This design comes from an exercise in tuning for small area, a short achievable clock period and few clock cycles per item on the open sky130 flow, not from production work.
The RTL was checked by simulation tests, not by an equivalence proof against the original design.
Power and IR drop assume default switching activity.

==> flow/design.v <==
package gbs_pkg;
    localparam int GBS_MAX_BOXES = 64;
    localparam logic signed [17:0] GBS_ONE_PIXEL = 18'sd16;
    localparam logic [15:0] GBS_IOU_THR_RESET = 16'd13107;
    localparam logic [2:0] GBS_ADDR_IOU_THR = 3'd0;
    typedef struct packed {
        logic [15:0] tag;
        logic [15:0] bottom;
        logic [15:0] right;
        logic [15:0] top;
        logic [15:0] left;
        logic [15:0] score;
    } t_box;
endpackage
module gbs_store
#(
    parameter int DEPTH = gbs_pkg::GBS_MAX_BOXES,
    parameter int AW    = $clog2(gbs_pkg::GBS_MAX_BOXES)
) (
    input  logic          i_clk,
    input  logic          i_we,
    input  logic [AW-1:0] i_waddr,
    input  gbs_pkg::t_box          i_wdata,
    input  logic [AW-1:0] i_raddr,
    output gbs_pkg::t_box          o_rdata
);
    logic [95:0] r_mem [0:DEPTH-1];
    gbs_pkg::t_box r_rdata;
    always_ff @(posedge i_clk) begin
        if (i_we) begin
            r_mem[i_waddr] <= i_wdata;
        end
        r_rdata <= r_mem[i_raddr];
    end
    assign o_rdata = r_rdata;
endmodule
module greedy_box_suppression
#(
    parameter int MAX_BOXES = gbs_pkg::GBS_MAX_BOXES
) (
    input  logic        i_clk,
    input  logic        i_rst_n,
    input  logic        s_axis_tvalid,
    output logic        s_axis_tready,
    input  logic [95:0] s_axis_tdata,
    input  logic        s_axis_tlast,
    output logic        m_axis_tvalid,
    input  logic        m_axis_tready,
    output logic [95:0] m_axis_tdata,
    output logic        m_axis_tlast,
    output logic        m_axis_tuser,
    input  logic        psel,
    input  logic        penable,
    input  logic        pwrite,
    input  logic [2:0]  paddr,
    input  logic [31:0] pwdata,
    output logic [31:0] prdata,
    output logic        pready
);
    localparam int IDX_W = $clog2(MAX_BOXES);
    localparam int CNT_W = $clog2(MAX_BOXES + 1);
    localparam logic [CNT_W-1:0] CNT_MAX = CNT_W'(MAX_BOXES);
    localparam logic [CNT_W-1:0] CNT_ONE = CNT_W'(1);
    localparam logic [3:0] ST_IDLE     = 4'd0;
    localparam logic [3:0] ST_INS_CHK  = 4'd1;
    localparam logic [3:0] ST_INS_RD   = 4'd2;
    localparam logic [3:0] ST_SW_NEXT  = 4'd3;
    localparam logic [3:0] ST_SW_REF   = 4'd4;
    localparam logic [3:0] ST_SW_AREA  = 4'd5;
    localparam logic [3:0] ST_PJ_NEXT  = 4'd6;
    localparam logic [3:0] ST_PJ_GEO   = 4'd7;
    localparam logic [3:0] ST_PJ_INTER = 4'd8;
    localparam logic [3:0] ST_PJ_AREAB = 4'd9;
    localparam logic [3:0] ST_PJ_UNI   = 4'd10;
    localparam logic [3:0] ST_PJ_LO    = 4'd11;
    localparam logic [3:0] ST_PJ_HI    = 4'd12;
    localparam logic [3:0] ST_PJ_CMP   = 4'd13;
    localparam logic [3:0] ST_EMIT     = 4'd14;
    logic [3:0]           r_state, n_state;
    logic [CNT_W-1:0]     r_count, n_count;
    logic                 r_ovf, n_ovf;
    logic [MAX_BOXES-1:0] r_mask, n_mask;
    logic [15:0]          r_thr, n_thr;
    logic [CNT_W-1:0]     r_pos, n_pos;
    logic [CNT_W-1:0]     r_i, n_i;
    logic [CNT_W-1:0]     r_j, n_j;
    logic                 r_final, n_final;
    gbs_pkg::t_box                r_new;
    gbs_pkg::t_box                r_ref;
    logic                r_olast;
    logic signed [17:0]  r_aw, r_ah, r_w, r_h, r_bw, r_bh;
    logic signed [35:0]  r_area_a, r_inter, r_area_b;
    logic signed [37:0]  r_uni;
    logic [50:0]         r_acc;
    logic [34:0]         r_phi;
    logic             st_we;
    logic [IDX_W-1:0] st_waddr;
    gbs_pkg::t_box             st_wdata;
    logic [IDX_W-1:0] st_raddr;
    gbs_pkg::t_box             st_rdata;
    logic signed [17:0] m_a, m_b;
    logic signed [35:0] m_p;
    logic [15:0]        g_x1, g_y1, g_x2, g_y2;
    logic signed [17:0] g_w, g_h, g_bw, g_bh;
    logic signed [17:0] ref_w, ref_h;
    logic               later_live;
    logic               in_fire, cfg_wr;
    gbs_store #(
        .DEPTH (MAX_BOXES),
        .AW    (IDX_W)
    ) u_store (
        .i_clk   (i_clk),
        .i_we    (st_we),
        .i_waddr (st_waddr),
        .i_wdata (st_wdata),
        .i_raddr (st_raddr),
        .o_rdata (st_rdata)
    );
    assign in_fire = s_axis_tvalid && s_axis_tready;
    assign cfg_wr  = psel && penable && pwrite && pready;
    assign s_axis_tready = (r_state == ST_IDLE);
    assign m_axis_tvalid = (r_state == ST_EMIT);
    assign m_axis_tdata  = r_ref;
    assign m_axis_tlast  = r_olast;
    assign m_axis_tuser  = r_ovf;
    assign pready        = 1'b1;
    assign prdata        = (paddr == gbs_pkg::GBS_ADDR_IOU_THR) ? {16'd0, r_thr} : 32'd0;
    assign g_x1 = (r_ref.left > st_rdata.left) ? r_ref.left : st_rdata.left;
    assign g_y1 = (r_ref.top > st_rdata.top) ? r_ref.top : st_rdata.top;
    assign g_x2 = (r_ref.right < st_rdata.right) ? r_ref.right : st_rdata.right;
    assign g_y2 = (r_ref.bottom < st_rdata.bottom) ? r_ref.bottom : st_rdata.bottom;
    assign g_w  = $signed({2'b00, g_x2}) - $signed({2'b00, g_x1}) + gbs_pkg::GBS_ONE_PIXEL;
    assign g_h  = $signed({2'b00, g_y2}) - $signed({2'b00, g_y1}) + gbs_pkg::GBS_ONE_PIXEL;
    assign g_bw = $signed({2'b00, st_rdata.right}) - $signed({2'b00, st_rdata.left})
                  + gbs_pkg::GBS_ONE_PIXEL;
    assign g_bh = $signed({2'b00, st_rdata.bottom}) - $signed({2'b00, st_rdata.top})
                  + gbs_pkg::GBS_ONE_PIXEL;
    assign ref_w = $signed({2'b00, st_rdata.right}) - $signed({2'b00, st_rdata.left})
                   + gbs_pkg::GBS_ONE_PIXEL;
    assign ref_h = $signed({2'b00, st_rdata.bottom}) - $signed({2'b00, st_rdata.top})
                   + gbs_pkg::GBS_ONE_PIXEL;
    always_comb begin
        later_live = 1'b0;
        for (int k = 0; k < MAX_BOXES; k++) begin
            if ((CNT_W'(k) > r_i) && (CNT_W'(k) < r_count) && !r_mask[k]) begin
                later_live = 1'b1;
            end
        end
    end
    always_comb begin
        case (r_state)
            ST_SW_AREA: begin
                m_a = r_aw;
                m_b = r_ah;
            end
            ST_PJ_INTER: begin
                m_a = r_w;
                m_b = r_h;
            end
            ST_PJ_AREAB: begin
                m_a = r_bw;
                m_b = r_bh;
            end
            ST_PJ_LO: begin
                m_a = $signed({2'b00, r_thr});
                m_b = $signed({1'b0, r_uni[16:0]});
            end
            ST_PJ_HI: begin
                m_a = $signed({2'b00, r_thr});
                m_b = $signed({1'b0, r_uni[33:17]});
            end
            default: begin
                m_a = 18'sd0;
                m_b = 18'sd0;
            end
        endcase
    end
    assign m_p = m_a * m_b;
    always_comb begin
        n_state  = r_state;
        n_count  = r_count;
        n_ovf    = r_ovf;
        n_mask   = r_mask;
        n_thr    = r_thr;
        n_pos    = r_pos;
        n_i      = r_i;
        n_j      = r_j;
        n_final  = r_final;
        st_we    = 1'b0;
        st_waddr = r_pos[IDX_W-1:0];
        st_wdata = r_new;
        st_raddr = r_i[IDX_W-1:0];
        if (cfg_wr && (paddr == gbs_pkg::GBS_ADDR_IOU_THR)) begin
            n_thr = pwdata[15:0];
        end
        case (r_state)
            ST_IDLE: begin
                if (in_fire) begin
                    n_final = s_axis_tlast;
                    n_pos   = r_count;
                    n_i     = '0;
                    if (r_count == CNT_MAX) begin
                        n_ovf   = 1'b1;
                        n_state = s_axis_tlast ? ST_SW_NEXT : ST_IDLE;
                    end else begin
                        n_state = ST_INS_CHK;
                    end
                end
            end
            ST_INS_CHK: begin
                st_raddr = IDX_W'(r_pos - CNT_ONE);
                if (r_pos == '0) begin
                    st_we   = 1'b1;
                    n_count = r_count + CNT_ONE;
                    n_state = r_final ? ST_SW_NEXT : ST_IDLE;
                end else begin
                    n_state = ST_INS_RD;
                end
            end
            ST_INS_RD: begin
                st_we = 1'b1;
                if (st_rdata.score < r_new.score) begin
                    st_wdata = st_rdata;
                    n_pos    = r_pos - CNT_ONE;
                    n_state  = ST_INS_CHK;
                end else begin
                    n_count = r_count + CNT_ONE;
                    n_state = r_final ? ST_SW_NEXT : ST_IDLE;
                end
            end
            ST_SW_NEXT: begin
                st_raddr = r_i[IDX_W-1:0];
                if (r_i == r_count) begin
                    n_count = '0;
                    n_ovf   = 1'b0;
                    n_mask  = '0;
                    n_state = ST_IDLE;
                end else if (r_mask[r_i[IDX_W-1:0]]) begin
                    n_i = r_i + CNT_ONE;
                end else begin
                    n_mask[r_i[IDX_W-1:0]] = 1'b1;
                    n_state = ST_SW_REF;
                end
            end
            ST_SW_REF: begin
                n_state = ST_SW_AREA;
            end
            ST_SW_AREA: begin
                n_j     = r_i + CNT_ONE;
                n_state = ST_PJ_NEXT;
            end
            ST_PJ_NEXT: begin
                st_raddr = r_j[IDX_W-1:0];
                if (r_j == r_count) begin
                    n_state = ST_EMIT;
                end else if (r_mask[r_j[IDX_W-1:0]]) begin
                    n_j = r_j + CNT_ONE;
                end else begin
                    n_state = ST_PJ_GEO;
                end
            end
            ST_PJ_GEO: begin
                if ((g_w <= 18'sd0) || (g_h <= 18'sd0)) begin
                    n_j     = r_j + CNT_ONE;
                    n_state = ST_PJ_NEXT;
                end else begin
                    n_state = ST_PJ_INTER;
                end
            end
            ST_PJ_INTER: begin
                n_state = ST_PJ_AREAB;
            end
            ST_PJ_AREAB: begin
                n_state = ST_PJ_UNI;
            end
            ST_PJ_UNI: begin
                n_state = ST_PJ_LO;
            end
            ST_PJ_LO: begin
                if (r_uni == 38'sd0) begin
                    n_mask[r_j[IDX_W-1:0]] = 1'b1;
                    n_j     = r_j + CNT_ONE;
                    n_state = ST_PJ_NEXT;
                end else if (r_uni < 38'sd0) begin
                    n_j     = r_j + CNT_ONE;
                    n_state = ST_PJ_NEXT;
                end else begin
                    n_state = ST_PJ_HI;
                end
            end
            ST_PJ_HI: begin
                n_state = ST_PJ_CMP;
            end
            ST_PJ_CMP: begin
                if ({3'd0, r_inter[32:0], 16'd0} >
                    ({1'b0, r_acc} + {r_phi, 17'd0})) begin
                    n_mask[r_j[IDX_W-1:0]] = 1'b1;
                end
                n_j     = r_j + CNT_ONE;
                n_state = ST_PJ_NEXT;
            end
            ST_EMIT: begin
                if (m_axis_tready) begin
                    n_i     = r_i + CNT_ONE;
                    n_state = ST_SW_NEXT;
                end
            end
            default: begin
                n_state = ST_IDLE;
            end
        endcase
    end
    always_ff @(posedge i_clk) begin
        if (!i_rst_n) begin
            r_state <= ST_IDLE;
            r_count <= '0;
            r_ovf   <= 1'b0;
            r_mask  <= '0;
            r_thr   <= gbs_pkg::GBS_IOU_THR_RESET;
            r_pos   <= '0;
            r_i     <= '0;
            r_j     <= '0;
            r_final <= 1'b0;
        end else begin
            r_state <= n_state;
            r_count <= n_count;
            r_ovf   <= n_ovf;
            r_mask  <= n_mask;
            r_thr   <= n_thr;
            r_pos   <= n_pos;
            r_i     <= n_i;
            r_j     <= n_j;
            r_final <= n_final;
        end
    end
    always_ff @(posedge i_clk) begin
        if (in_fire) begin
            r_new <= gbs_pkg::t_box'(s_axis_tdata);
        end
        case (r_state)
            ST_SW_REF: begin
                r_ref <= st_rdata;
                r_aw  <= ref_w;
                r_ah  <= ref_h;
            end
            ST_SW_AREA: begin
                r_area_a <= m_p;
            end
            ST_PJ_NEXT: begin
                r_olast <= !later_live;
            end
            ST_PJ_GEO: begin
                r_w  <= g_w;
                r_h  <= g_h;
                r_bw <= g_bw;
                r_bh <= g_bh;
            end
            ST_PJ_INTER: begin
                r_inter <= m_p;
            end
            ST_PJ_AREAB: begin
                r_area_b <= m_p;
            end
            ST_PJ_UNI: begin
                r_uni <= 38'(r_area_a) + 38'(r_area_b) - 38'(r_inter);
            end
            ST_PJ_LO: begin
                r_acc <= {16'd0, m_p[34:0]};
            end
            ST_PJ_HI: begin
                r_phi <= m_p[34:0];
            end
            default: begin
                r_olast <= r_olast;
            end
        endcase
    end
endmodule
==> flow/run.sh <==
#!/bin/bash
# synth_recipe.tcl (not shown) runs the flow's synth.tcl, then flattens the netlist and writes it again
# the make line also repeats each setting of config.mk as NAME=value (left out here)
make -C /OpenROAD-flow-scripts/flow DESIGN_CONFIG=/design/flow/config.mk WORK_HOME=/design/flow/orfs CLKGATE_MAP_FILE= SYNTH_SCRIPT=/design/flow/synth_recipe.tcl finish
==> flow/config.mk <==
export PLATFORM = sky130hd
export DESIGN_NAME = greedy_box_suppression
export DESIGN_NICKNAME = greedy_box_suppression
export VERILOG_FILES = /design/flow/design.v
export SDC_FILE = /design/flow/constraint.sdc
export NUM_CORES = 4
export LEC_CHECK = 0
export CAP_MARGIN = 20
export CORE_MARGIN = 2
export CORE_UTILIZATION = 30
export PLACE_DENSITY = 0.45
export SLEW_MARGIN = 20
export SYNTH_MEMORY_MAX_BITS = 8192
==> flow/constraint.sdc <==
create_clock -name core_clock -period 11.0 [get_ports {i_clk}]
set_input_delay 2.2000 -clock core_clock [delete_from_list [all_inputs] [get_ports {i_clk}]]
set_output_delay 2.2000 -clock core_clock [all_outputs]
set_load 0.01 [all_outputs]
==> summary.md <==
| Metric | Value |
|---|---|
| Status | `no timing/DRC/antenna violations` |
| Kind of critical path | `reg -> reg` |
| Critical Path End Type | `register` |
| Number of flops mapped to enable cells by yosys | `6661` |
| WL/cell | `approximately 29 um` |
| Chip height | `995.4 um` |
| Most frequent cells in the layout | `nand2_1 (6693), edfxtp_1 (6661), nand3_1 (1632)` |
| Reg2Reg Setup Slack | `around 1.2 ns` |
| Clock latency (worst-skew pair) | `1.13 ns` |
| Nets | `~24000` |
| Internal power | `0.05699 W` |
| Commonest non-fill, non-tap cell in the layout | `nand2_1` |
| Required @ worst endpoint | `between 10 and 15 ns` |
| Yosys top cell by area | `edfxtp_1` |
| Fillers | `between 90000 and 100k` |
| Mapped cell area | `294900 um^2` |
| TritonCTS clock tree | `yes` |
| Clk pwr share | `26.1%` |
| CP arrival | `10.62 ns` |
| Pwr per Cell Area | `between 200 and 300 nW/um^2` |
| I/O pin count | `272` |
| Post-CTS Resized | `0` |
| Total GRT Usage | `approximately a fifth` |
| Router iterations before antenna repair | `10` |
| Slew Limit Fails | `0` |
| Clk sinks | `roughly 7000` |
| IO buf count | `238` |
| Top cells by area, synth | `edfxtp_1 (68%), nand2_1 (8.5%), a311oi_1 (3.4%)` |
| Top_reg_cell synth | `edfxtp_1` |
| Largest net degree at the start of global routing | `162` |
| Worst slew margin | `~20%` |
| FF+latch area | `204200 um^2` |
| RR Startpoint | `r_state[2]` |
| Fmax | `roughly 100 MHz` |
| DP Worst Slack | `0.9568 ns` |
| Initial antenna violation count | `53` |
| Cts hold-fix bufs | `0` |
| Setup violations, final | `0` |
| Met3 WL | `66170 um` |
| Seq cells post-synth | `6871` |
| Terminus of the critical flop-to-flop path | `r_acc[34]` |
| CP Max Fanout | `23` |
| Total CTS buffers | `762` |
| Crit-path most repeated cell | `fa_1` |
| Post-Synthesis Cells | `23390` |
| Combinational share of power | `38.1%` |
| RSZ-0062 raised after global routing | `no` |
| CTS max path bufs | `5` |
| Multi-input logic area | `83370 um^2` |
| Via-to-Cell Ratio | `5.306` |
| First-pass GRT wire length | `1504000 um` |
| Max incr delay on CP | `0.81 ns` |
| Minimum clock period | `slightly below 10 ns` |
| Post-route setup slack | `about 1.2 ns` |
| Synth-to-Final Area Change | `14.50%` |
| Hold Fails Final Rpt | `0` |
| WHS Path Cells | `0` |
| Routed WL | `between 1000000 and 1500000 um` |
| Hold EP | `r_ref[86]` |
| Die width | `about 1000 um` |
| IR drop worst, VDD | `395.8 uV` |
| HP Class | `reg -> reg` |
| Fraction of registers with async set/reset | `0%` |
| Postcts setup bufs | `0` |
| Sequential element share of the synthesized area | `between 60% and 70%` |
| Worst-path clk slew | `0.06 ns` |
| Crit-path slowest cell | `a2111oi_0` |
| Mean Syn Cell Area | `12.61 um^2` |
| Final ANT Viol Nets | `0` |
| Fin crit share | `~89%` |
| Vias post-DR | `196200` |
| HP Start | `u_store.r_rdata[86]` |
| Skew final | `0.1295 ns` |
| Max-cap violations | `0` |
| Initial Util | `30.06%` |
| Routability cong. | `just over 0.8` |
| Ys Warns | `2` |
| Leakage power | `approximately 120 nW` |
| Clock Tree Root | `clkbuf_16` |
| TNS Setup | `0 ns` |
| Sw frac | `39.37%` |
| Drt drc | `0` |
| DR iter-0 viols | `22090` |
| Share of the synthesized area in the top cell type | `roughly two thirds` |
| Met2 wire len | `around 520000 um` |
| Switching Power | `about 0.037 W` |
| Reg2Reg Depth | `28` |
| Sequential share of power | `35.8%` |
| Worst hold slack | `~0.44 ns` |
| HPWL Detailed | `574800 um` |
| Highest Signal Layer | `met5` |
| GRT overflow | `0` |
| Share of layout cells above drive strength 1 | `7.841%` |
| H-tree levels | `6` |
| FP Rows | `about 360` |
| Worst-margin pin slew | `~1.2 ns` |
| Routed metal-1 wirelength | `about 470000 um` |
| Core area | `just under 1000000 um^2` |
| Synth cell types | `100` |
| Die footprint | `990900 um^2` |
| Worst Setup Start Kind | `register` |
| Vias in the first global route | `roughly 190k` |
## per-layer routing
metal	up-vias	global-route usage, %
li1	86000	-
met2	7093	34.94
met1	101700	29.04
met5	-	0
met3	1472	2.705
met4	2	6.494
## through the flow
step	cells	cell area [um^2]	utilization, %	power, W
floorplan	23400	294900	-	0.05615
global placement	35610	314000	32.00	0.06986
detailed placement	35620	314200	32.03	0.07003
CTS	36950	337300	34.39	0.09461
global route	36980	337600	34.41	0.09854
finish	36990	337600	34.42	0.09401
## registers in the layout, summed over array words and instances, names as in the netlist, 35 cells and up
signal / flops
u_store.r_mem: 6144
r_new: 96
r_ref: 96
u_store.r_rdata: 96
r_mask: 64
r_uni: 38
r_area_a: 36
r_area_b: 36
r_inter: 36
r_acc: 35
r_phi: 35
## critical path: cells and delay by family, from the launching register on
family          cells  cell delay, ns
simple gates        6            2.07
flops               1            0.30
fa+ha+maj           7            2.95
buf+inv             5            0.78
compound gates      9            3.19
xor+xnor            1            0.23
## how the worst max path moves through the flow
| stage | startpoint | end | depth (start not counted) |
|---|---|---|---|
| after global placement | r_state[2] | r_phi[34] | 30 |
| after CTS | r_state[2] | r_acc[34] | 30 |
| after detailed placement | r_state[2] | r_acc[34] | 30 |
| after floorplan | r_state[1] | r_ah[0] | 4 |
| final | r_state[2] | r_acc[34] | 28 |
| after global routing | r_state[1] | r_acc[34] | 30 |
## synth_stat cells, types with 53 or more instances
library cell and n:
a311oi_1 1161, nand4_1 59, a221oi_1 56, nor2_1 386, mux2_2 121, o21ai_0 149
nand2b_1 53, a21oi_1 636, dfxtp_1 210, a21o_1 84, a211oi_1 345, fa_1 370
inv_1 621, nand2_1 6693, xor2_1 87, and2_1 65, clkbuf_1 1466, edfxtp_1 6661
buf_1 76, ha_1 344, a31oi_1 417, and3_1 807, xnor2_1 126, nand3_1 1632
nor3_1 80
## cell families after synthesis
family / Yosys count / share of synthesized area (%)
AO/OA/AOI/OAI: 3192 / 7.884
XOR/XNOR: 213 / 0.6327
adder cells (fa/ha/maj): 716 / 3.978
buffers and inverters: 2217 / 2.866
flip-flops: 6871 / 69.26
multiplexers: 199 / 0.8881
other: 2 / 0.002547
AND/OR/NAND/NOR: 9975 / 14.49
## cell type report
type                            instances  area share (%)
Clock buffer                          980           6.021
Antenna cell                           30         0.02224
Multi-Input combinational cell      14310           24.69
Sequential cell                      6871           60.49
Inverter                              625          0.6949
Clock inverter                        353          0.8272
Tap cell                            12990           4.815
Timing Repair Buffer                  822           2.434
## power groups by stage
stage / registers [W] / clock network, W / logic (W)
finish: 0.0337 / 0.0245 / 0.0358
floorplan: 0.0339 / 0 / 0.0222
global placement: 0.0343 / 0 / 0.0356
detailed placement: 0.0343 / 0 / 0.0357
global route: 0.0337 / 0.0259 / 0.0389
CTS: 0.0337 / 0.0250 / 0.0359
Testbench counts, summed over its fixed seeds: cycles 136,951, boxes 3,566.

## afterwards: timing with drivers on the ports
No port has a modelled driver above. Below, the same layout with a new extraction and two added sets of constraints.
Step 1, drivers: a clkbuf_16 drives i_clk and a buf_2 each remaining input, both assumed.
Step 2 adds t to the input delays and takes it off the output delays; t is the mean of the earliest and latest rising clock arrival at the registers after step 1. Input paths then give back, and output paths get back, about the clock's delay inside the block.
Slacks: no drivers / after step 1 / after step 2; pairs: no drivers / after step 1.
shift t [ns]: 1.218
setup slack, ns: 1.197 / 1.197 / 1.197
worst setup path after step 2: register to register
worst register clock-pin slew, ns: 0.08 / 0.08
After both steps setup and hold are still met in this run. The setup slack of this run moves by 0.000 ns with the drivers and by 0.000 ns with both steps.
